Background: an optimization exercise with open tools, aiming at small area and a short achievable clock period. Do not read the settings as production practice. The RTL was checked by simulation tests, not by an equivalence proof against the original design. Power is estimated from default activity; no workload was simulated.

==> flow/design.v (excerpt) <==
module ibexc_data_tag_bridge #(
    parameter logic [31:0] TagBase        = 32'h2001_0000,
    parameter int          NumGranules    = 2048,
    parameter int          MaxOutstanding = 2
) (
    input  logic        clk_i,
    input  logic        rst_ni,
    input  logic        core_req_i,
    output logic        core_gnt_o,
    output logic        core_rvalid_o,
    input  logic        core_we_i,
    input  logic [3:0]  core_be_i,
    input  logic [31:0] core_addr_i,
    input  logic [32:0] core_wdata_i,
    input  logic        core_is_cap_i,
    output logic [32:0] core_rdata_o,
    output logic        core_err_o,
    output logic        bus_req_o,
    input  logic        bus_gnt_i,
    input  logic        bus_rvalid_i,
    output logic        bus_we_o,
    output logic [3:0]  bus_be_o,
    output logic [31:0] bus_addr_o,
    output logic [31:0] bus_wdata_o,
    input  logic [31:0] bus_rdata_i,
    input  logic        bus_err_i,
    output logic        protocol_err_o
);
export LEC_CHECK = 0
export CAP_MARGIN = 20
export CORE_MARGIN = 2
export CORE_UTILIZATION = 40
export CTS_BUF_LIST = sky130_fd_sc_hd__clkbuf_8
export CTS_CLUSTER_SIZE = 20
export SETUP_SLACK_MARGIN = 3.0
export SLEW_MARGIN = 35
export SYNTH_HIERARCHICAL = 1
create_clock -name core_clock -period 7.0 [get_ports {clk_i}]
run.sh (not shown) runs the stock make flow with config.mk's settings and CLKGATE_MAP_FILE= SYNTH_SCRIPT=/design/flow/synth_recipe.tcl, a recipe that flattens the netlist after the stock synthesis.
The first run finished clean.
Then changed:
==> flow/flow/run.sh (new file) <==
#!/bin/bash
# The standard layout (standard.sh), with plain buffers rather than delay
# cells on the ports. standard.sh's output goes to standard.log.
set -o pipefail
export BUFFER_PORTS_ARGS="-buffer_cell sky130_fd_sc_hd__buf_2"
bash standard.sh > standard.log 2>&1
==> flow/standard.sh (new file) <==
#!/bin/bash
# synth_recipe.tcl (not shown) runs the flow's synth.tcl, then flattens the netlist and writes it again
# the make line also repeats each setting of config.mk as NAME=value (left out here)
make -C /OpenROAD-flow-scripts/flow DESIGN_CONFIG=/design/flow/config.mk WORK_HOME=/design/flow/orfs CLKGATE_MAP_FILE= SYNTH_SCRIPT=/design/flow/synth_recipe.tcl "${@:-finish}"
removed: flow/run.sh
Global-route usage came out higher by 0.54 points.
Count of clock-buffer cells in the layout increases by 19.
Flip-flop and latch count does not change.
Final area drops slightly.
Setup slack loses 160 ps.
Via count rose slightly.
Wire length increases slightly.
Sequential power hardly moves.

* * *

Setup of cedar:
The RTL this note starts from:
==> flow/design.v <==
module ibexc_data_tag_bridge #(
    parameter logic [31:0] TagBase        = 32'h2001_0000,
    parameter int          NumGranules    = 2048,
    parameter int          MaxOutstanding = 2
) (
    input  logic        clk_i,
    input  logic        rst_ni,
    input  logic        core_req_i,
    output logic        core_gnt_o,
    output logic        core_rvalid_o,
    input  logic        core_we_i,
    input  logic [3:0]  core_be_i,
    input  logic [31:0] core_addr_i,
    input  logic [32:0] core_wdata_i,
    input  logic        core_is_cap_i,
    output logic [32:0] core_rdata_o,
    output logic        core_err_o,
    output logic        bus_req_o,
    input  logic        bus_gnt_i,
    input  logic        bus_rvalid_i,
    output logic        bus_we_o,
    output logic [3:0]  bus_be_o,
    output logic [31:0] bus_addr_o,
    output logic [31:0] bus_wdata_o,
    input  logic [31:0] bus_rdata_i,
    input  logic        bus_err_i,
    output logic        protocol_err_o
);
    localparam int IdxW  = $clog2(NumGranules);    
    localparam int ColW  = 4;
    localparam int RowW  = IdxW - ColW;            
    localparam int NCol  = 1 << ColW;              
    localparam int NRow  = 1 << RowW;              
    localparam int RegW  = IdxW + 3;               
    localparam int BnkW  = 3;
    localparam int NBnk  = 1 << BnkW;              
    localparam int BRow  = NRow / NBnk;            
    logic            ne_q;       
    logic            full_q;     
    logic            rd_q;       
    logic            wr_q;       
    logic            perr_q;
    logic            clr_q;      
    logic            pol_q;      
    logic [RowW-1:0] row_q   [2];
    logic [ColW-1:0] col_q   [2];
    logic            wr_en_q [2];    
    logic            wval_q  [2];    
    logic            rd_en_q [2];    
    logic            rflag_q [2];    
    logic [NCol-1:0] rowv_q  [2];    
    logic            rowi_q  [2];
    logic            np_q;
    logic            nt_raw_q;       
    logic            nt_fh_q;        
    logic            nt_fv_q;
    logic push, pop;
    assign push = bus_gnt_i & ~full_q;
    assign pop  = bus_rvalid_i & ne_q;
    assign bus_req_o   = core_req_i & ~full_q;
    assign core_gnt_o  = push;
    assign bus_we_o    = core_we_i;
    assign bus_be_o    = core_be_i;
    assign bus_addr_o  = core_addr_i;
    assign bus_wdata_o = core_wdata_i[31:0];
    logic nt_tag;
    assign nt_tag = nt_fh_q ? nt_fv_q : (nt_raw_q ^ ~pol_q);
    logic            h_wr, h_wval, h_rflag;
    logic            h_rd_en, h_new;
    logic [RowW-1:0] h_row;
    logic [ColW-1:0] h_col;
    logic [NCol-1:0] h_rowv;
    assign h_new   = np_q & (rd_q != wr_q);
    assign h_wr    = rd_q ? wr_en_q[1] : wr_en_q[0];
    assign h_wval  = rd_q ? wval_q[1]  : wval_q[0];
    assign h_rd_en = rd_q ? rd_en_q[1] : rd_en_q[0];
    assign h_rflag = h_new ? (h_rd_en & nt_tag) : (rd_q ? rflag_q[1] : rflag_q[0]);
    assign h_row   = rd_q ? row_q[1]   : row_q[0];
    assign h_col   = rd_q ? col_q[1]   : col_q[0];
    assign h_rowv  = rd_q ? (rowv_q[1] ^ {NCol{rowi_q[1]}}) : (rowv_q[0] ^ {NCol{rowi_q[0]}});
    assign core_rvalid_o      = pop;
    assign core_err_o         = pop & bus_err_i;
    assign core_rdata_o[31:0] = rst_ni ? bus_rdata_i : 32'h0;
    assign core_rdata_o[32]   = pop & ~bus_err_i & h_rflag;
    assign protocol_err_o     = perr_q;
    logic wcommit;
    assign wcommit = pop & ~bus_err_i & h_wr;
    logic [NCol-1:0] h_rownew;
    always_comb begin
        for (int c = 0; c < NCol; c++)
            h_rownew[c] = (h_col == c) ? h_wval : h_rowv[c];
    end
    logic            n_in_region;
    logic [RowW-1:0] n_row;
    logic [ColW-1:0] n_col;
    assign n_in_region = (core_addr_i[31:RegW] == TagBase[31:RegW]);
    assign n_row       = core_addr_i[RegW-1:3+ColW];
    assign n_col       = core_addr_i[ColW+2:3];
    logic [NRow-1:0] rrow;
    logic [NCol-1:0] bankrd [NBnk];
    logic [NCol-1:0] rowraw;     
    always_comb begin
        for (int r = 0; r < NRow; r++) rrow[r] = (n_row == r);
        rowraw = '0;
        for (int b = 0; b < NBnk; b++) rowraw = rowraw | bankrd[b];
    end
    logic            n_same, n_fwd;
    assign n_same = wcommit & (h_row == n_row);
    assign n_fwd  = clr_q | n_same;
    logic [NRow-1:0] wa, wb;
    logic [NCol-1:0] wd;
    logic [NCol-1:0] wy [NBnk];
    logic [NBnk-1:0] wany;
    always_comb begin
        for (int r = 0; r < NRow; r++) begin
            wa[r] = clr_q | (wcommit & (h_row == r));
            wb[r] = ~clr_q & (h_row != r);
        end
    end
    assign wd = ~((clr_q ? '0 : h_rownew) ^ {NCol{~pol_q}});
    always_comb begin
        for (int b = 0; b < NBnk; b++) begin
            wany[b] = clr_q | (wcommit & (h_row[RowW-1:RowW-BnkW] == b));
            wy[b]   = wany[b] ? wd : '1;
        end
    end
    for (genvar b = 0; b < NBnk; b++) begin : g_bank
        ibexc_data_tag_bridge_bank #(
            .NR (BRow),
            .NC (NCol)
        ) u_bank (
            .clk_i  (clk_i),
            .wa_i   (wa[b*BRow +: BRow]),
            .wb_i   (wb[b*BRow +: BRow]),
            .wy_i   (wy[b]),
            .rsel_i (rrow[b*BRow +: BRow]),
            .rd_o   (bankrd[b])
        );
    end
    always_ff @(posedge clk_i) begin
        nt_raw_q <= rowraw[n_col];
        nt_fh_q  <= clr_q | (n_same & (h_col == n_col));
        nt_fv_q  <= ~clr_q & h_wval;
    end
    always_ff @(posedge clk_i) begin
        for (int k = 0; k < 2; k++) begin
            if (push && (wr_q == (k == 1))) begin
                row_q[k]   <= n_row;
                col_q[k]   <= n_col;
                wr_en_q[k] <= core_we_i & n_in_region;
                wval_q[k]  <= core_is_cap_i & core_wdata_i[32];
                rd_en_q[k] <= ~core_we_i & core_is_cap_i & n_in_region;
                rowv_q[k]  <= n_fwd ? (clr_q ? '0 : h_rownew) : rowraw;
                rowi_q[k]  <= ~n_fwd & pol_q;
            end else begin
                if (wcommit && (row_q[k] == h_row)) begin
                    rowv_q[k] <= h_rownew;
                    rowi_q[k] <= 1'b0;
                end
                if (wcommit && (row_q[k] == h_row) && (col_q[k] == h_col))
                    rflag_q[k] <= rd_en_q[k] & h_wval;
                else if (np_q && (wr_q != (k == 1)))
                    rflag_q[k] <= rd_en_q[k] & nt_tag;
            end
        end
    end
    always_ff @(posedge clk_i or negedge rst_ni) begin
        if (!rst_ni) begin
            ne_q   <= 1'b0;
            full_q <= 1'b0;
            rd_q   <= 1'b0;
            wr_q   <= 1'b0;
            perr_q <= 1'b0;
            np_q   <= 1'b0;
        end else begin
            np_q <= push;
            if (push) wr_q <= ~wr_q;
            if (pop)  rd_q <= ~rd_q;
            case ({push, pop})
                2'b10: begin
                    ne_q   <= 1'b1;
                    full_q <= ne_q;
                end
                2'b01: begin
                    ne_q   <= full_q;
                    full_q <= 1'b0;
                end
                default: ;
            endcase
            if (bus_rvalid_i && !ne_q) perr_q <= 1'b1;
        end
    end
    always_ff @(posedge clk_i or negedge rst_ni) begin
        if (!rst_ni) clr_q <= 1'b1;
        else         clr_q <= 1'b0;
    end
    always_ff @(posedge clk_i or negedge rst_ni) begin
        if (!rst_ni) pol_q <= 1'b0;
        else         pol_q <= ~pol_q;
    end
endmodule
module ibexc_data_tag_bridge_bank #(
    parameter int NR = 16,
    parameter int NC = 16
) (
    input  logic          clk_i,
    input  logic [NR-1:0] wa_i,
    input  logic [NR-1:0] wb_i,
    input  logic [NC-1:0] wy_i,
    input  logic [NR-1:0] rsel_i,
    output logic [NC-1:0] rd_o
);
    logic [NC-1:0] tags_q [NR];
    always_ff @(posedge clk_i) begin
        for (int r = 0; r < NR; r++) begin
            tags_q[r] <= ~((tags_q[r] | {NC{wa_i[r]}}) & ({NC{wb_i[r]}} | wy_i));
        end
    end
    always_comb begin
        rd_o = '0;
        for (int r = 0; r < NR; r++) rd_o = rd_o | (tags_q[r] & {NC{rsel_i[r]}});
    end
endmodule
==> flow/config.mk <==
export PLATFORM = sky130hd
export DESIGN_NAME = ibexc_data_tag_bridge
export DESIGN_NICKNAME = ibexc_data_tag_bridge
export VERILOG_FILES = /design/flow/design.v
export SDC_FILE = /design/flow/constraint.sdc
export NUM_CORES = 4
export LEC_CHECK = 0
export CAP_MARGIN = 20
export CORE_MARGIN = 2
export CORE_UTILIZATION = 55
export CTS_CLUSTER_DIAMETER = 50
export CTS_CLUSTER_SIZE = 24
export PLACE_DENSITY = 0.72
export SETUP_SLACK_MARGIN = 4.2
export SLEW_MARGIN = 35
export SYNTH_HIERARCHICAL = 1
==> flow/constraint.sdc <==
create_clock -name core_clock -period 7.0 [get_ports {clk_i}]
set_input_delay 1.4000 -clock core_clock [delete_from_list [all_inputs] [get_ports {clk_i}]]
set_output_delay 1.4000 -clock core_clock [all_outputs]
set_load 0.01 [all_outputs]
standard.sh (not shown) runs the stock make flow with config.mk's settings and CLKGATE_MAP_FILE= SYNTH_SCRIPT=/design/flow/synth_recipe.tcl, a recipe that flattens the netlist after the stock synthesis.
==> flow/flow/run.sh <==
#!/bin/bash
# The standard layout (standard.sh), with plain buffers rather than delay
# cells on the ports and no dummy clock loads. standard.sh's output goes to
# standard.log.
set -o pipefail
export BUFFER_PORTS_ARGS="-buffer_cell sky130_fd_sc_hd__buf_2"
export CTS_ARGS="-sink_clustering_enable -repair_clock_nets -dont_use_dummy_load -sink_clustering_size 24 -sink_clustering_max_diameter 50"
bash standard.sh > standard.log 2>&1
Status: cedar FAILED at 5_1_grt (tool error)
[inputs] maple vs cedar
# cedar
export LEC_CHECK = 0
export CAP_MARGIN = 20
export CORE_MARGIN = 2
export CORE_UTILIZATION = 55
export CTS_CLUSTER_DIAMETER = 50
export CTS_CLUSTER_SIZE = 24
export PLACE_DENSITY = 0.72
export SETUP_SLACK_MARGIN = 4.2
export SLEW_MARGIN = 35
export SYNTH_HIERARCHICAL = 1
create_clock -name core_clock -period 7.0 [get_ports {clk_i}]
# maple
export LEC_CHECK = 0
export CAP_MARGIN = 20
export CORE_MARGIN = 2
export CORE_UTILIZATION = 40
export CTS_CLUSTER_DIAMETER = 50
export CTS_CLUSTER_SIZE = 24
export SETUP_SLACK_MARGIN = 3.6
export SLEW_MARGIN = 35
export SYNTH_HIERARCHICAL = 1
create_clock -name core_clock -period 7.0 [get_ports {clk_i}]
==> summary.txt <==
maple went all the way through the flow, and no timing, DRC or antenna check failed. As far as flop and latch count out of synthesis goes, cedar and maple are indistinguishable; the numbers are identical. Die span in y (maple / cedar): 1.17. Die span in x (maple vs. cedar) increases by more than 10%. Looking only at worst slack at placement, and setting everything else aside, the lower value of cedar and maple goes to maple. The run showing the smaller buffer count from post-CTS setup fixing is maple. Half-perimeter wire length of the detailed placement result for maple is higher than for cedar.
diff inputs: maple => zinc
# maple
export LEC_CHECK = 0
export CAP_MARGIN = 20
export CORE_MARGIN = 2
export CORE_UTILIZATION = 40
export CTS_CLUSTER_DIAMETER = 50
export CTS_CLUSTER_SIZE = 24
export SETUP_SLACK_MARGIN = 3.6
export SLEW_MARGIN = 35
export SYNTH_HIERARCHICAL = 1
create_clock -name core_clock -period 7.0 [get_ports {clk_i}]
# zinc
export LEC_CHECK = 0
export CAP_MARGIN = 20
export CORE_MARGIN = 2
export CORE_UTILIZATION = 55
export CTS_CLUSTER_DIAMETER = 50
export CTS_CLUSTER_SIZE = 24
export PLACE_DENSITY = 0.72
export SETUP_SLACK_MARGIN = 3.6
export SLEW_MARGIN = 35
export SYNTH_HIERARCHICAL = 1
create_clock -name core_clock -period 7.0 [get_ports {clk_i}]
For zinc and maple, there was not a single run that failed to finish clean. Number of multi-input logic gates of maple is on par with zinc. zinc vs. maple: final period utilization went down by 0.40 points. Going from maple to zinc, number of cells upsized or downsized after cts climbed 73; sequential fraction of design power dropped 0.3 points. Across both runs, maximum operating frequency was higher for zinc than for maple. zinc vs maple: wire length down in zinc. Detailed route wirelength on metal3 in zinc vs maple: up 5.7 mm. Looking at number of antenna violations at the first check in global routing, zinc sits 1 higher than maple does. Placeable core region (zinc vs. maple) decreases by more than a quarter. maple → zinc: post-route minimum period lower, depth of the critical timing path with buffers and inverters included has decreased.
[inputs] fjord vs zinc
# zinc
export LEC_CHECK = 0
export CAP_MARGIN = 20
export CORE_MARGIN = 2
export CORE_UTILIZATION = 55
export CTS_CLUSTER_DIAMETER = 50
export CTS_CLUSTER_SIZE = 24
export PLACE_DENSITY = 0.72
export SETUP_SLACK_MARGIN = 3.6
export SLEW_MARGIN = 35
export SYNTH_HIERARCHICAL = 1
create_clock -name core_clock -period 7.0 [get_ports {clk_i}]
# fjord
export LEC_CHECK = 0
export CAP_MARGIN = 20
export CORE_MARGIN = 2
export CORE_UTILIZATION = 40
export SETUP_SLACK_MARGIN = 3.6
export SLEW_MARGIN = 35
export SYNTH_HIERARCHICAL = 1
create_clock -name core_clock -period 7.0 [get_ports {clk_i}]
==> flow/flow/run.sh <==
#!/bin/bash
# The standard layout (standard.sh), with plain buffers rather than delay
# cells on the ports. standard.sh's output goes to standard.log.
set -o pipefail
export BUFFER_PORTS_ARGS="-buffer_cell sky130_fd_sc_hd__buf_2"
bash standard.sh > standard.log 2>&1
--- outcome ---
- fjord: full flow OK, the timing, DRC and antenna checks passed
- The fraction of cell area in non-clock buffers on zinc is in line with that on fjord.
- STATUS hold slack: fjord loses against zinc
- Data arrival time of the critical path in fjord vs zinc: up 0.18 ns
- Measured against fjord, the number of gates given a new drive strength after cts of zinc comes out at 1.2 times the reference value.

separate check: timing with driven ports:
Ports are ideal in the flow. The routed layouts listed here were re-timed in OpenROAD. Step 1 sets driving cells, clkbuf_16 on the clock port and buf_2 on the other inputs (assumed; they add their load-dependent delay and slew). Step 2 adds t to the input delays and takes it off the output delays; t is the mean of the earliest and latest rising clock arrival at the registers after step 1. Input paths then give back, and output paths get back, about the clock's delay inside the block. Three values: no drivers, after step 1, after step 2; two values: the first two.
run	t (ns)	setup slack, ns	slew at the worst register clock pin (ns)	worst slew at a driven data input, ns
the first run of note 1	1.126	2.618 / 2.665 / 1.539	0.07 / 0.07	0.08
the second run of note 1	1.168	2.460 / 2.430 / 1.262	0.07 / 0.07	0.15
maple	0.896	2.928 / 2.873 / 1.977	0.09 / 0.09	0.15
zinc	0.899	2.956 / 2.860 / 1.960	0.09 / 0.09	0.28
fjord	0.962	2.895 / 2.896 / 1.934	0.07 / 0.07	0.19
After both steps setup and hold are still met in every run listed. For the second run of note 1, which loses most, drivers alone change the setup slack by -0.030 ns; drivers and shift together by -1.198 ns.
